This design comes from an exercise in tuning for small area and a short achievable clock period on the open sky130 flow, not from production work. The RTL was checked by simulation tests, not by an equivalence proof against the original design. The flow treats the clock pin as an ideal source. Dropping or thinning the clock tree relies on that and would not hold on a real chip. No activity file was given, so power comes from the tool's default toggle rates.

== ember ==
==> flow/design.v (excerpt) <==
module adder_tree_25 (
    input  wire         clk,
    input  wire         rst,
    input  wire         data_v,
    input  wire [399:0] elems,
    output wire [15:0]  sum,
    output wire         sum_valid
);
Settings: LEC_CHECK=0, CAP_MARGIN=20, CORE_MARGIN=2, CORE_UTILIZATION=40, CTS_BUF_LIST=sky130_fd_sc_hd__clkbuf_8, SETUP_SLACK_MARGIN=1.35, SLEW_MARGIN=20, SYNTH_HIERARCHICAL=1; clock period 3.0 ns.
standard.sh (not shown) runs the stock make flow with config.mk's settings and CLKGATE_MAP_FILE= SYNTH_SCRIPT=/design/flow/synth_recipe.tcl, a recipe that flattens the netlist after the stock synthesis.
==> flow/flow/run.sh <==
#!/bin/bash
# The standard layout, with buf_1 as the port buffer cell instead of the
# cell buffer_ports picks by itself (clkdlybuf4s50_1, 2.7x the area)
set -euo pipefail
export BUFFER_PORTS_ARGS="-buffer_cell sky130_fd_sc_hd__buf_1"
bash standard.sh > standard_flow.log 2>&1
Input-level comparison between juniper and ember:
Settings: changing CORE_UTILIZATION from 40 to 60; changing CTS_BUF_LIST from sky130_fd_sc_hd__clkbuf_8 to sky130_fd_sc_hd__clkbuf_16; changing SETUP_SLACK_MARGIN from 1.35 to 1.4; setting CTS_CLUSTER_DIAMETER to 80 for the first time; setting CTS_CLUSTER_SIZE to 30 for the first time.
Results
Going from ember to juniper, clock-cell share of area shrinks by 4.1 points. juniper vs. ember: area inside the core boundary went down 34%; switching portion of total power went up 0.61 points; final instance area went down 810 um2. Diff ember -> juniper: worst relative slew slack shows a reduction of 0.19 points, register-to-register slack shows an increase of 0.03 ns, worst setup slack shows a reduction of 0.0031 ns. Compared to ember, juniper has number of standard-cell rows in the floorplan 13 lower.
What sierra does differently from juniper at the input level:
Settings: a deleted CTS_CLUSTER_SIZE that had been 30; a deleted CTS_CLUSTER_DIAMETER that had been 80; a deleted CTS_BUF_LIST that had been sky130_fd_sc_hd__clkbuf_16; a change of SETUP_SLACK_MARGIN from 1.4 to 1.35.
==> run summary <==
Measured against each other, juniper and sierra differ in wire length per cell, the higher figure coming from sierra. sierra ended with less number of fill cells than juniper. Summary of sierra over juniper: final worst slack has decreased; design area went up; non-clock buffer contribution to total cell area dropped 0.40 points; last weighted congestion value of the routability-driven placer saw a decrease.

== old ==
Another version of the RTL of adder_tree_25 (not shown whole).
For scale: roughly 800 cells after synthesis, roughly 370 flip-flops, roughly 420 I/O pins, about 15000 um^2 of cells after synthesis.
Settings: LEC_CHECK=0, CAP_MARGIN=20, CORE_MARGIN=2, CORE_UTILIZATION=60, CTS_BUF_LIST=sky130_fd_sc_hd__clkbuf_16, CTS_CLUSTER_DIAMETER=80, CTS_CLUSTER_SIZE=30, SETUP_SLACK_MARGIN=1.45, SLEW_MARGIN=20, SYNTH_HIERARCHICAL=1; clock period 3.0 ns.
==> flow/flow/run.sh <==
#!/bin/bash
# The standard layout with two changes:
#  - buf_1 as the port buffer cell instead of the cell buffer_ports picks by
#    itself (clkdlybuf4s50_1, 2.7x the area)
#  - a two-level balanced clock tree (flow/clock_tree.tcl, hooked in through
#    PRE_CTS_TCL) in place of the three-level tree of clock_tree_synthesis
set -euo pipefail
export BUFFER_PORTS_ARGS="-buffer_cell sky130_fd_sc_hd__buf_1"
export PRE_CTS_TCL="$PWD/flow/clock_tree.tcl"
bash standard.sh > standard_flow.log 2>&1
Other scripts of this flow, unchanged in this note and not shown: flow/flow/clock_tree.tcl
old reached the end of the flow, and the finished layout is clean on the timing, DRC and antenna checks.
[inputs] new vs old
- putting PLACE_DENSITY at 0.75 where nothing was set
- clearing CTS_BUF_LIST, which used to be sky130_fd_sc_hd__clkbuf_16
- clearing CTS_CLUSTER_SIZE, which used to be 30
- swapping 60 for 70 in CORE_UTILIZATION
- clearing CTS_CLUSTER_DIAMETER, which used to be 80
Results
Compared with old, in new cell area about even, sequential share of layout area about even, post-layout total power rose 4.1%.
A critical path's slowest cell of dfxtp_2 is what old shows, while fa_1 belongs to new.
What old reported for total half-perimeter wirelength after legalization and detailed placement has to be multiplied by 1.06 to get the figure for new.
In the tables for new and old, proportion of power drawn by combinational gates reads lower with old.
No run of this note takes its clock network from TritonCTS; it comes from the design's own scripts or RTL.

## maple
adder_tree_25 again, from the RTL that the note above started with.
clock: 3.0 ns
lec_check: 0
cap_margin: 20
core_margin: 2
core_utilization: 60
place_density: 0.85
setup_slack_margin: 1.45
slew_margin: 20
synth_hierarchical: 1
Scripts as last shown in full above: flow/flow/run.sh
Other scripts of this flow, unchanged in this note and not shown: flow/flow/clock_tree.tcl
The inputs of nickel differ from those of maple as listed below.
- an added CTS_CLUSTER_DIAMETER of 80
- an added CTS_BUF_LIST of sky130_fd_sc_hd__clkbuf_16
- a deleted PLACE_DENSITY that had been 0.85
- an added CTS_CLUSTER_SIZE of 30
- a change of SETUP_SLACK_MARGIN from 1.45 to 1.4
nickel against maple: final clock period utilization by the worst path rose by 0.70 points; design area went down 140 µm².
Re number of input and output port buffers inserted: no difference whatsoever between maple and nickel.
The following lists how harbor was set up differently from nickel:
- SETUP_SLACK_MARGIN now 1.5, was 1.4
## What came out
- Worst setup slack delta for harbor relative to nickel: 0.024 ns higher
- [compare] base=nickel new=harbor: source-to-sink clock delay at the later pin of the worst-skew pair climbed 0.02 ns; total power climbed about 1.5%; setup slack after placement climbed 0.016 ns.
- Sequential share of layout area ends up lower on harbor.
- Compared with nickel, in harbor routed wire length comparable; antenna cell count now larger.
- Against nickel, harbor comes in 0.024 ns lower on time the final worst path needs with I/O delays and setup.
- harbor vs nickel, endpoint of the most critical setup path: sum[10] vs sum[9]
- harbor vs nickel — worst hold margin dropped 0.0073 ns.
- Status: relative contribution of the clock network to total power parity (harbor, nickel)
- harbor vs nickel, internal power consumption went up by 0.00017 W.
In every run of this note, the design's own scripts or RTL, not TritonCTS, make the clock network.

## what the ideal ports hide
The flow's constraints put no driver on any port. The routed layouts listed below were extracted and timed again, unchanged, in two steps.
Step 1 assumes that a clkbuf_16 drives the clock port and a buf_2 every other input.
Step 2, shift: input delay + t, output delay - t, t = (earliest + latest rising clock arrival at the registers) / 2. This alone moves slack from input paths to output paths.
a / b / c = ideal / step 1 / step 2; a / b = the first two.
run	t, ns	slack for setup (ns)	latest minus earliest clock arrival (ns)
ember	0.605	1.400 / 1.353 / 1.091	0.028 / 0.027
juniper	0.526	1.397 / 1.348 / 1.083	0.018 / 0.019
sierra	0.542	1.393 / 1.344 / 1.125	0.013 / 0.013
old	0.490	1.496 / 1.446 / 1.127	0.009 / 0.010
new	0.491	1.446 / 1.407 / 1.118	0.012 / 0.012
maple	0.490	1.479 / 1.446 / 1.109	0.016 / 0.016
nickel	0.477	1.458 / 1.407 / 1.124	0.014 / 0.014
harbor	0.495	1.482 / 1.431 / 1.132	0.009 / 0.009
After both steps setup and hold are still met in every run listed. For maple, which loses most, drivers alone change the setup slack by -0.033 ns; drivers and shift together by -0.370 ns.
